This design comes from an exercise in tuning for small area, a short achievable clock period and few clock cycles per item on the open sky130 flow, not from production work. In this exercise RTL edits were held to simulation tests only and were not proved equivalent to the original. Power figures rest on the tool's default switching activity, not on a simulated workload.

==> design/flow/design.v <==
package ipdt_pkg;
   localparam int FRAME_BITS = 72;
   localparam int BIT_IDX_W  = $clog2(FRAME_BITS + 1);
   localparam int HIGH_BITS  = FRAME_BITS - 64;
   localparam int HALF_W     = 8;
   localparam int CYC_W      = 10;
   localparam int SPACE_W    = 16;
   localparam int CSR_DATA_W = 16;
   localparam int CSR_IDX_W  = 3;
   localparam logic [HALF_W-1:0]  CARRIER_HALF_RST = 8'd13;
   localparam logic [CYC_W-1:0]   LEAD_BURST_RST   = 10'd322;
   localparam logic [SPACE_W-1:0] LEAD_SPACE_RST   = 16'd4500;
   localparam logic [CYC_W-1:0]   BIT_BURST_RST    = 10'd19;
   localparam logic [SPACE_W-1:0] ONE_SPACE_RST    = 16'd1750;
   localparam logic [SPACE_W-1:0] ZERO_SPACE_RST   = 16'd638;
   localparam logic [CYC_W-1:0]   END_BURST_RST    = 10'd19;
   typedef enum logic [CSR_IDX_W-1:0] {
      REG_CARRIER_HALF = 3'd0,
      REG_LEAD_BURST   = 3'd1,
      REG_LEAD_SPACE   = 3'd2,
      REG_BIT_BURST    = 3'd3,
      REG_ONE_SPACE    = 3'd4,
      REG_ZERO_SPACE   = 3'd5,
      REG_END_BURST    = 3'd6
   } csr_index_type;
   typedef enum logic {
      KIND_TICK  = 1'b0,
      KIND_START = 1'b1
   } kind_type;
   typedef enum logic [5:0] {
      PH_IDLE   = 6'b000001,
      PH_LEAD_B = 6'b000010,
      PH_LEAD_S = 6'b000100,
      PH_BIT_B  = 6'b001000,
      PH_BIT_S  = 6'b010000,
      PH_END_B  = 6'b100000
   } phase_type;
endpackage
import ipdt_pkg::*;
module ir_pulse_distance_transmitter (
   input  logic                  clock,
   input  logic                  reset,
   input  logic                  req_valid,
   output logic                  req_ready,
   input  logic                  req_kind,
   input  logic [63:0]           req_frame_low,
   input  logic [HIGH_BITS-1:0]  req_frame_high,
   output logic                  rsp_valid,
   input  logic                  rsp_ready,
   output logic                  rsp_ir_level,
   output logic                  rsp_busy_res,
   output logic                  rsp_frame_done,
   input  logic                  csr_we,
   input  logic [CSR_IDX_W-1:0]  csr_index,
   input  logic [CSR_DATA_W-1:0] csr_wdata
);
   logic [HALF_W-1:0]  carrier_half_ff;
   logic [CYC_W-1:0]   lead_burst_ff;
   logic [SPACE_W-1:0] lead_space_ff;
   logic [CYC_W-1:0]   bit_burst_ff;
   logic [SPACE_W-1:0] one_space_ff;
   logic [SPACE_W-1:0] zero_space_ff;
   logic [CYC_W-1:0]   end_burst_ff;
   logic                 s1_vld_ff, s1_vld_in;
   logic                 s1_kind_ff;
   logic [63:0]          s1_frame_low_ff;
   logic [HIGH_BITS-1:0] s1_frame_high_ff;
   logic rsp_vld_ff, rsp_vld_in;
   logic rsp_level_ff, rsp_busy_ff, rsp_done_ff;
   ipdt_pkg::phase_type             phase_ff;
   ipdt_pkg::phase_type             phase_in;
   logic [FRAME_BITS-1:0] frame_ff, frame_in;
   logic [BIT_IDX_W-1:0]  bit_index_ff, bit_index_in;
   logic [CYC_W-1:0]      cycle_count_ff, cycle_count_in;
   logic [HALF_W-1:0]     half_count_ff, half_count_in;
   logic                  carrier_phase_ff, carrier_phase_in;
   logic [SPACE_W-1:0]    space_count_ff, space_count_in;
   logic advance;
   logic fire;
   logic req_accept;
   logic                  is_start;
   logic                  is_tick;
   logic                  seg_end;
   ipdt_pkg::phase_type             ent_from;
   logic                  do_enter;
   logic [HALF_W-1:0]     half_eff;
   logic [HALF_W-1:0]     half_inc;
   logic [CYC_W-1:0]      cycle_inc;
   logic [CYC_W-1:0]      burst_len;
   logic [SPACE_W-1:0]    space_dec;
   logic                  out_level;
   logic                  out_busy;
   logic                  out_done;
   logic               ent_burst_start;
   logic               ent_load_space;
   logic [SPACE_W-1:0] ent_space;
   logic [FRAME_BITS-1:0] srch_frame;
   logic [FRAME_BITS-1:0] cand;
   logic [FRAME_BITS-1:0] lowest;
   logic [BIT_IDX_W-1:0]  srch_start;
   logic [BIT_IDX_W-1:0]  srch_idx;
   logic                  srch_found;
   logic [SPACE_W-1:0]    srch_len;
   logic [SPACE_W-1:0]    cur_len;
   assign advance      = !rsp_vld_ff || rsp_ready;
   assign req_ready = !s1_vld_ff || advance;
   assign req_accept   = req_valid && req_ready;
   assign fire         = s1_vld_ff && advance;
   assign is_start = fire && (s1_kind_ff == KIND_START);
   assign is_tick  = fire && (s1_kind_ff == KIND_TICK) && (phase_ff != PH_IDLE);
   assign s1_vld_in  = req_accept || (s1_vld_ff && !fire);
   assign rsp_vld_in = fire || (rsp_vld_ff && !rsp_ready);
   assign rsp_valid      = rsp_vld_ff;
   assign rsp_ir_level   = rsp_level_ff;
   assign rsp_busy_res   = rsp_busy_ff;
   assign rsp_frame_done = rsp_done_ff;
   always_ff @(posedge clock) begin
      if (reset) begin
         carrier_half_ff <= CARRIER_HALF_RST;
         lead_burst_ff   <= LEAD_BURST_RST;
         lead_space_ff   <= LEAD_SPACE_RST;
         bit_burst_ff    <= BIT_BURST_RST;
         one_space_ff    <= ONE_SPACE_RST;
         zero_space_ff   <= ZERO_SPACE_RST;
         end_burst_ff    <= END_BURST_RST;
      end else if (csr_we) begin
         unique case (csr_index)
            REG_CARRIER_HALF: carrier_half_ff <= csr_wdata[HALF_W-1:0];
            REG_LEAD_BURST:   lead_burst_ff   <= csr_wdata[CYC_W-1:0];
            REG_LEAD_SPACE:   lead_space_ff   <= csr_wdata[SPACE_W-1:0];
            REG_BIT_BURST:    bit_burst_ff    <= csr_wdata[CYC_W-1:0];
            REG_ONE_SPACE:    one_space_ff    <= csr_wdata[SPACE_W-1:0];
            REG_ZERO_SPACE:   zero_space_ff   <= csr_wdata[SPACE_W-1:0];
            REG_END_BURST:    end_burst_ff    <= csr_wdata[CYC_W-1:0];
            default: ;
         endcase
      end
   end
   always_comb begin
      half_eff  = (carrier_half_ff == '0) ? HALF_W'(1) : carrier_half_ff;
      half_inc  = half_count_ff + HALF_W'(1);
      cycle_inc = cycle_count_ff + CYC_W'(1);
      space_dec = space_count_ff - SPACE_W'(1);
      unique case (phase_ff)
         PH_LEAD_B: burst_len = lead_burst_ff;
         PH_BIT_B:  burst_len = bit_burst_ff;
         default:   burst_len = end_burst_ff;
      endcase
      half_count_in    = half_count_ff;
      carrier_phase_in = carrier_phase_ff;
      cycle_count_in   = cycle_count_ff;
      space_count_in   = space_count_ff;
      seg_end          = 1'b0;
      out_level        = 1'b0;
      if (is_tick) begin
         unique case (phase_ff)
            PH_LEAD_S, PH_BIT_S: begin
               space_count_in = space_dec;
               seg_end        = (space_dec == '0);
            end
            PH_LEAD_B, PH_BIT_B, PH_END_B: begin
               out_level = !carrier_phase_ff;
               if (half_inc >= half_eff) begin
                  half_count_in = '0;
                  if (!carrier_phase_ff) begin
                     carrier_phase_in = 1'b1;
                  end else begin
                     carrier_phase_in = 1'b0;
                     cycle_count_in   = cycle_inc;
                     seg_end          = (cycle_inc >= burst_len);
                  end
               end else begin
                  half_count_in = half_inc;
               end
            end
            default: ;
         endcase
      end
   end
   always_comb begin
      do_enter = 1'b0;
      ent_from = PH_IDLE;
      if (is_start && (phase_ff == PH_IDLE)) begin
         do_enter = 1'b1;
         ent_from = PH_LEAD_B;
      end else if (seg_end) begin
         do_enter = 1'b1;
         unique case (phase_ff)
            PH_LEAD_B: ent_from = PH_LEAD_S;
            PH_LEAD_S: ent_from = PH_BIT_B;
            PH_BIT_B:  ent_from = PH_BIT_S;
            PH_BIT_S:  ent_from = PH_BIT_B;
            default:   ent_from = PH_IDLE;
         endcase
      end
   end
   always_comb begin
      srch_frame = (s1_kind_ff == KIND_START) ? {s1_frame_high_ff, s1_frame_low_ff}
                                              : frame_ff;
      if (phase_ff == PH_IDLE || phase_ff == PH_LEAD_B || phase_ff == PH_LEAD_S) begin
         srch_start = '0;
      end else begin
         srch_start = bit_index_ff + BIT_IDX_W'(1);
      end
      for (int i = 0; i < FRAME_BITS; i++) begin
         cand[i] = (BIT_IDX_W'(i) >= srch_start) &&
                   (srch_frame[i] ? (one_space_ff != '0) : (zero_space_ff != '0));
      end
      lowest     = cand & (~cand + FRAME_BITS'(1));
      srch_found = |cand;
      srch_idx   = '0;
      for (int i = 0; i < FRAME_BITS; i++) begin
         if (lowest[i]) begin
            srch_idx = srch_idx | BIT_IDX_W'(i);
         end
      end
      srch_len = srch_frame[srch_idx] ? one_space_ff : zero_space_ff;
      cur_len  = frame_ff[bit_index_ff] ? one_space_ff : zero_space_ff;
   end
   always_comb begin
      ipdt_pkg::phase_type nxt_phase;
      logic      burst_start;
      logic      use_bits;
      logic      use_end;
      nxt_phase    = phase_ff;
      burst_start  = 1'b0;
      use_bits     = 1'b0;
      use_end      = 1'b0;
      frame_in     = frame_ff;
      bit_index_in = bit_index_ff;
      if (is_start && (phase_ff == PH_IDLE)) begin
         frame_in     = srch_frame;
         bit_index_in = '0;
      end
      if (do_enter) begin
         unique case (ent_from)
            PH_LEAD_B: begin
               if (lead_burst_ff != '0) begin
                  nxt_phase   = PH_LEAD_B;
                  burst_start = 1'b1;
               end else if (lead_space_ff != '0) begin
                  nxt_phase = PH_LEAD_S;
               end else begin
                  use_bits = 1'b1;
               end
            end
            PH_LEAD_S: begin
               if (lead_space_ff != '0) begin
                  nxt_phase = PH_LEAD_S;
               end else begin
                  use_bits = 1'b1;
               end
            end
            PH_BIT_B: use_bits = 1'b1;
            PH_BIT_S: begin
               if (cur_len != '0) begin
                  nxt_phase = PH_BIT_S;
               end else begin
                  use_bits = 1'b1;
               end
            end
            default: nxt_phase = PH_IDLE;
         endcase
         if (use_bits) begin
            if (srch_start >= BIT_IDX_W'(FRAME_BITS)) begin
               use_end = 1'b1;
            end else if (bit_burst_ff != '0) begin
               nxt_phase    = PH_BIT_B;
               burst_start  = 1'b1;
               bit_index_in = srch_start;
            end else if (srch_found) begin
               nxt_phase    = PH_BIT_S;
               bit_index_in = srch_idx;
            end else begin
               use_end = 1'b1;
            end
         end
         if (use_end) begin
            bit_index_in = BIT_IDX_W'(FRAME_BITS);
            if (end_burst_ff != '0) begin
               nxt_phase   = PH_END_B;
               burst_start = 1'b1;
            end else begin
               nxt_phase = PH_IDLE;
            end
         end
      end
      phase_in = nxt_phase;
      ent_burst_start = burst_start;
      ent_load_space  = do_enter && !burst_start &&
                        (nxt_phase == PH_LEAD_S || nxt_phase == PH_BIT_S);
      if (nxt_phase == PH_LEAD_S) begin
         ent_space = lead_space_ff;
      end else if (use_bits) begin
         ent_space = srch_len;
      end else begin
         ent_space = cur_len;
      end
   end
   always_comb begin
      out_busy = 1'b0;
      out_done = 1'b0;
      if (fire) begin
         if (s1_kind_ff == KIND_START) begin
            out_busy = (phase_in != PH_IDLE);
            out_done = (phase_ff == PH_IDLE) && (phase_in == PH_IDLE);
         end else if (phase_ff != PH_IDLE) begin
            out_busy = 1'b1;
            out_done = (phase_in == PH_IDLE);
         end
      end
   end
   always_ff @(posedge clock) begin
      if (reset) begin
         s1_vld_ff        <= 1'b0;
         rsp_vld_ff       <= 1'b0;
         phase_ff         <= PH_IDLE;
         bit_index_ff     <= '0;
         cycle_count_ff   <= '0;
         half_count_ff    <= '0;
         carrier_phase_ff <= 1'b0;
         space_count_ff   <= '0;
      end else begin
         s1_vld_ff  <= s1_vld_in;
         rsp_vld_ff <= rsp_vld_in;
         if (fire) begin
            phase_ff     <= phase_in;
            bit_index_ff <= bit_index_in;
            if (ent_burst_start) begin
               cycle_count_ff   <= '0;
               half_count_ff    <= '0;
               carrier_phase_ff <= 1'b0;
            end else begin
               cycle_count_ff   <= cycle_count_in;
               half_count_ff    <= half_count_in;
               carrier_phase_ff <= carrier_phase_in;
            end
            if (ent_load_space) begin
               space_count_ff <= ent_space;
            end else begin
               space_count_ff <= space_count_in;
            end
         end
      end
   end
   always_ff @(posedge clock) begin
      if (req_accept) begin
         s1_kind_ff       <= req_kind;
         s1_frame_low_ff  <= req_frame_low;
         s1_frame_high_ff <= req_frame_high;
      end
      if (fire) begin
         frame_ff     <= frame_in;
         rsp_level_ff <= out_level;
         rsp_busy_ff  <= out_busy;
         rsp_done_ff  <= out_done;
      end
   end
endmodule
==> design/flow/run.sh <==
#!/bin/bash
# synth_recipe.tcl (not shown) runs the flow's synth.tcl, then flattens the netlist and writes it again
# the make line also repeats each setting of config.mk as NAME=value (left out here)
make -C /OpenROAD-flow-scripts/flow DESIGN_CONFIG=/design/flow/config.mk WORK_HOME=/design/flow/orfs CLKGATE_MAP_FILE= SYNTH_SCRIPT=/design/flow/synth_recipe.tcl finish
==> design/flow/config.mk <==
export PLATFORM = sky130hd
export DESIGN_NAME = ir_pulse_distance_transmitter
export DESIGN_NICKNAME = ir_pulse_distance_transmitter
export VERILOG_FILES = /design/flow/design.v
export SDC_FILE = /design/flow/constraint.sdc
export NUM_CORES = 4
export LEC_CHECK = 0
export CAP_MARGIN = 20
export CORE_MARGIN = 2
export CORE_UTILIZATION = 40
export SLEW_MARGIN = 20
==> design/flow/constraint.sdc <==
create_clock -name core_clock -period 8.0 [get_ports {clock}]
set_input_delay 1.6000 -clock core_clock [delete_from_list [all_inputs] [get_ports {clock}]]
set_output_delay 1.6000 -clock core_clock [all_outputs]
set_load 0.01 [all_outputs]
==> reports/results.ini <==
[outcome]
status = timing/DRC/antenna clean

[synth]
synth_warnings = 1
synth_top_area_frac = 0.237
async_flop_share = 0
ys_ff_latch = 284
synth_commonest_cells = nand2_1, nor2_1, edfxtp_1
synth_ff_type = edfxtp_1
synth_cell_types = 99
synth_top_area_cell = edfxtp_1
syn_inst = 2159
avgSynthCellArea_um2 = 8.70
synth.yosys.seq_area_share = 0.382
synth.area.top_cells = edfxtp_1, dfxtp_1, mux2i_1, nand2_1, nor2_1
synth-edff-count = 148
syn_area_um2 = 18800
syn_nets = 2279
synth_most_common_cell = nand2_1

[global_routing]
grtUsageTotal = 0.294
grt_max_degree = 97
overflow = 0
grt_pass1_vias = 17200
antenna_found_initial = 1
grt_pass1_wl_um = 108000

[timing]
finalWorstSetupSlack_ns = 0.475
post-route-period-util = 0.941
tightest_slew_ns = 1.17
rsz0062_at_grt = no
timing.fmax_mhz = 133
setup_violations = 0
fin_crit_ns = 7.52
hold_viol_final = 0
finalSetupTns_ns = 0
relSlewSlack = 0.211
drv_slew = 0
finClkSkew_ns = 0.0291

[detailed_routing]
vias = 17900
via_per_inst = 6.21
drt_wl_total_um = 72500
route.antenna.remaining_nets = 0
drtIter0Drc = 1683
drc = 0
wl_per_cell_um = 25.1
dr.pass1.iters = 6

[pwr]
p_clk_frac = 0.439
vdd_drop_max_mv = 0.195
switching_share = 0.261
power_frac_seq = 0.445
p_per_area_nw_per_um2 = 168
p_switching_uw = 956
leakagePower_nw = 8.22
share_comb_of_total_power = 0.116
intPower_mw = 2.71

[critical_path]
cp_top_family = simple AND/OR/NAND/NOR gates
critPathMaxFanout = 24
path_cells = buf_4 -> and3_1 -> o32ai_1 -> nor3_2 -> a2111oi_0 -> a31oi_1 -> nand3_1 -> buf_4 -> nor4_1 -> a311o_1 -> or3_1 -> nor4_4 -> buf_6 -> buf_6 -> mux2i_1 -> nor3_1 -> o31ai_1 -> o221ai_1 -> o311ai_4 -> buf_12 -> nor4b_2 -> nor3_2
cp-end-kind = flop
worstPathArrival_ns = 8.00
cp_num_buf_inv = 5
cpPeakStageDelay_ns = 0.99
required_ns = 8.47
crit_type = flop to flop
cp-start-kind = flop
cp_slowest_cell = nor4_1

[floorplanning]
ios = 102
die_w_um = 221
die_h_um = 221
die_area_um2 = 48700
core-area_um2 = 46500
rows = 79
start_util = 0.404

[clock_network]
clk_pin_slew_ns = 0.06
cts_hold_repair.buffers = 0
cts_made_buffers = 35
clock-root-buffer = clkbuf_16
cts_tree = built
post_cts_buffers = 0
htreeDepth = 2
post_cts_resize_count = 0
clkSinkCount = 284
clk_latency_ns = 0.58
clockBufferDepth = 3

[layout]
finish.utilization = 0.469
drive_above_1_share = 0.101
antennaDiodeCount = 0
area_growth_pct = 16.1
fin_nets = 2377
fillers = 4531
postLayoutCellArea_um2 = 21800

[place]
place_area_um2 = 20600
gp_congestion = 1.07
port_buffers = 101
dp_slack_ns = 0.839
hpwl_um = 56000

[flow_run]
maxCapViolations = 0

[worst_hold_path]
hp-class = flop to flop

## layer usage
metal	vias up	GRT usage	share of wire
met5	-	0	0
met3	208	0.0436	0.066
li1	8269	-	-
met4	0	0.180	0.066
met2	815	0.481	0.46
met1	8654	0.366	0.41
## registers in the layout (all words and copies together), names as in the netlist, 10 cells and up
| signal | cells |
|---|---|
| zero_space_ff | 16 |
| cycle_count_ff | 10 |
| bit_burst_ff | 10 |
| frame_ff | 72 |
| one_space_ff | 16 |
| end_burst_ff | 10 |
| space_count_ff | 16 |
| lead_space_ff | 16 |
| s1_frame_low_ff | 64 |
| lead_burst_ff | 10 |
## cell usage in the layout, fill, tap and decap left out, types with 9 or more instances in the layout
cell / netlist / final
o211ai_1: 42 / 42
nor4_1: 40 / 39
or2_2: 11 / 11
or3_1: 14 / 14
o311a_1: 11 / 11
a21o_1: 18 / 18
a211oi_1: 32 / 32
a22o_1: 10 / 10
ha_1: 23 / 23
clkdlybuf4s50_1: 0 / 100
o31ai_1: 12 / 12
nor2_1: 186 / 185
mux4_2: 22 / 22
and3_1: 21 / 21
a22oi_1: 10 / 10
clkbuf_16: 0 / 37
buf_4: 8 / 85
nand4_1: 28 / 28
o21ai_0: 79 / 79
edfxtp_1: 148 / 148
nand3b_1: 33 / 33
nand3_1: 47 / 47
dfxtp_1: 136 / 135
and2_1: 17 / 16
mux2_2: 13 / 13
inv_1: 100 / 99
nor2b_1: 21 / 21
nor3_1: 84 / 84
clkinv_2: 0 / 9
o22ai_1: 22 / 22
or4_1: 11 / 11
a31oi_1: 16 / 16
xor2_1: 23 / 23
xnor2_1: 16 / 16
nand2_1: 307 / 307
a221oi_1: 13 / 13
nand2b_1: 23 / 23
a21oi_1: 138 / 138
a211o_1: 15 / 15
mux2i_1: 118 / 118
## final cells by class
class,count,area [um2],share of cell area
Tap cell,607,759,0.0348
Timing Repair Buffer,190,1710,0.0783
Clock inverter,21,193,0.00884
Inverter,101,379,0.0174
Sequential cell,284,7170,0.329
Clock buffer,43,978,0.0449
Multi-Input combinational cell,1645,10600,0.487
## cells by family (layout without fill, tap and decap cells)
| kind of cell | count (synthesis) | in the layout | share of synthesized area |
|---|---|---|---|
| AO/OA/AOI/OAI | 535 | 535 | 0.196 |
| flip-flops | 284 | 284 | 0.382 |
| buffers and inverters | 230 | 355 | 0.0550 |
| AND/OR/NAND/NOR | 895 | 895 | 0.236 |
| multiplexers | 153 | 153 | 0.0970 |
| XOR/XNOR | 39 | 39 | 0.0182 |
| adder cells (fa/ha/maj) | 23 | 23 | 0.0153 |
## per-stage QoR
| stage | power [mW] | cells | hold WS (ns) |
|---|---|---|---|
| 2_1_floorplan | 1.90 | 2159 | 0.431 |
| 3_3_place_gp | 2.07 | 2823 | 0.441 |
| 5_1_grt | 3.79 | 2891 | 0.495 |
| 6_report | 3.66 | 2891 | 0.467 |
| 3_5_place_dp | 2.08 | 2827 | 0.462 |
| 4_1_cts | 3.70 | 2891 | 0.470 |
## power groups by stage
stage / sequential [mW] / combinational [mW] / clock (mW)
after floorplan: 1.65 / 0.255 / 0
after CTS: 1.63 / 0.418 / 1.65
after global routing: 1.64 / 0.453 / 1.70
after global placement: 1.66 / 0.408 / 0
after detailed placement: 1.66 / 0.416 / 0
final: 1.63 / 0.424 / 1.61
## worst reg2reg max path, stage by stage, from the launching register on
cell       delay, ns
dfxtp_1         0.51
buf_4           0.50
and3_1          0.38
o32ai_1         0.21
nor3_2          0.79
a2111oi_0       0.29
a31oi_1         0.56
nand3_1         0.18
buf_4           0.22
nor4_1          0.99
a311o_1         0.25
or3_1           0.19
nor4_4          0.07
buf_6           0.18
buf_6           0.16
mux2i_1         0.41
nor3_1          0.10
o31ai_1         0.32
o221ai_1        0.26
o311ai_4        0.34
buf_12          0.21
nor4b_2         0.24
nor3_2          0.07
## worst paths after layout
kind | startpoint | end | slack, ns | depth (start not counted)
worst min-delay path | cycle_count_ff[9]$_SDFFE_PP0P_ | cycle_count_ff[9]$_SDFFE_PP0P_ | 0.47 | 2
worst min register to register | cycle_count_ff[9]$_SDFFE_PP0P_ | cycle_count_ff[9]$_SDFFE_PP0P_ | 0.47 | 2
worst max-delay path | bit_index_ff[2]$_SDFFE_PP0P_ | space_count_ff[9]$_SDFFE_PP0P_ | 0.48 | 22
worst max register to register | bit_index_ff[2]$_SDFFE_PP0P_ | space_count_ff[9]$_SDFFE_PP0P_ | 0.48 | 22
Testbench counts, summed over its fixed seeds: cycles 48,768, beats 48,704.

[static timing again, ports no longer ideal]
The results above use ideal ports. As a check the final layout listed here was re-extracted and re-timed, cells and wires unchanged.
Step 1: set_driving_cell puts a clkbuf_16 on clock and a buf_2 on each other input, an assumption about the parent block.
Step 2 moves the port delays by t, midway between the first and last clock arrival at a register: inputs arrive t later, outputs are due t later. That takes back most of the time a late clock gives input paths.
Slacks: ideal ports / drivers / drivers and shift; pairs: ideal ports / drivers.
shift t [ns]: 0.627
slack for setup (ns): 0.475 / 0.475 / 0.475
worst setup path at the end: register to register
slew at the worst register clock pin (ns): 0.06 / 0.06
worst slew at a driven data input, ns: 0.05
After both steps setup and hold are still met in this run. For this run, drivers alone change the setup slack by 0.000 ns; drivers and shift together by 0.000 ns.
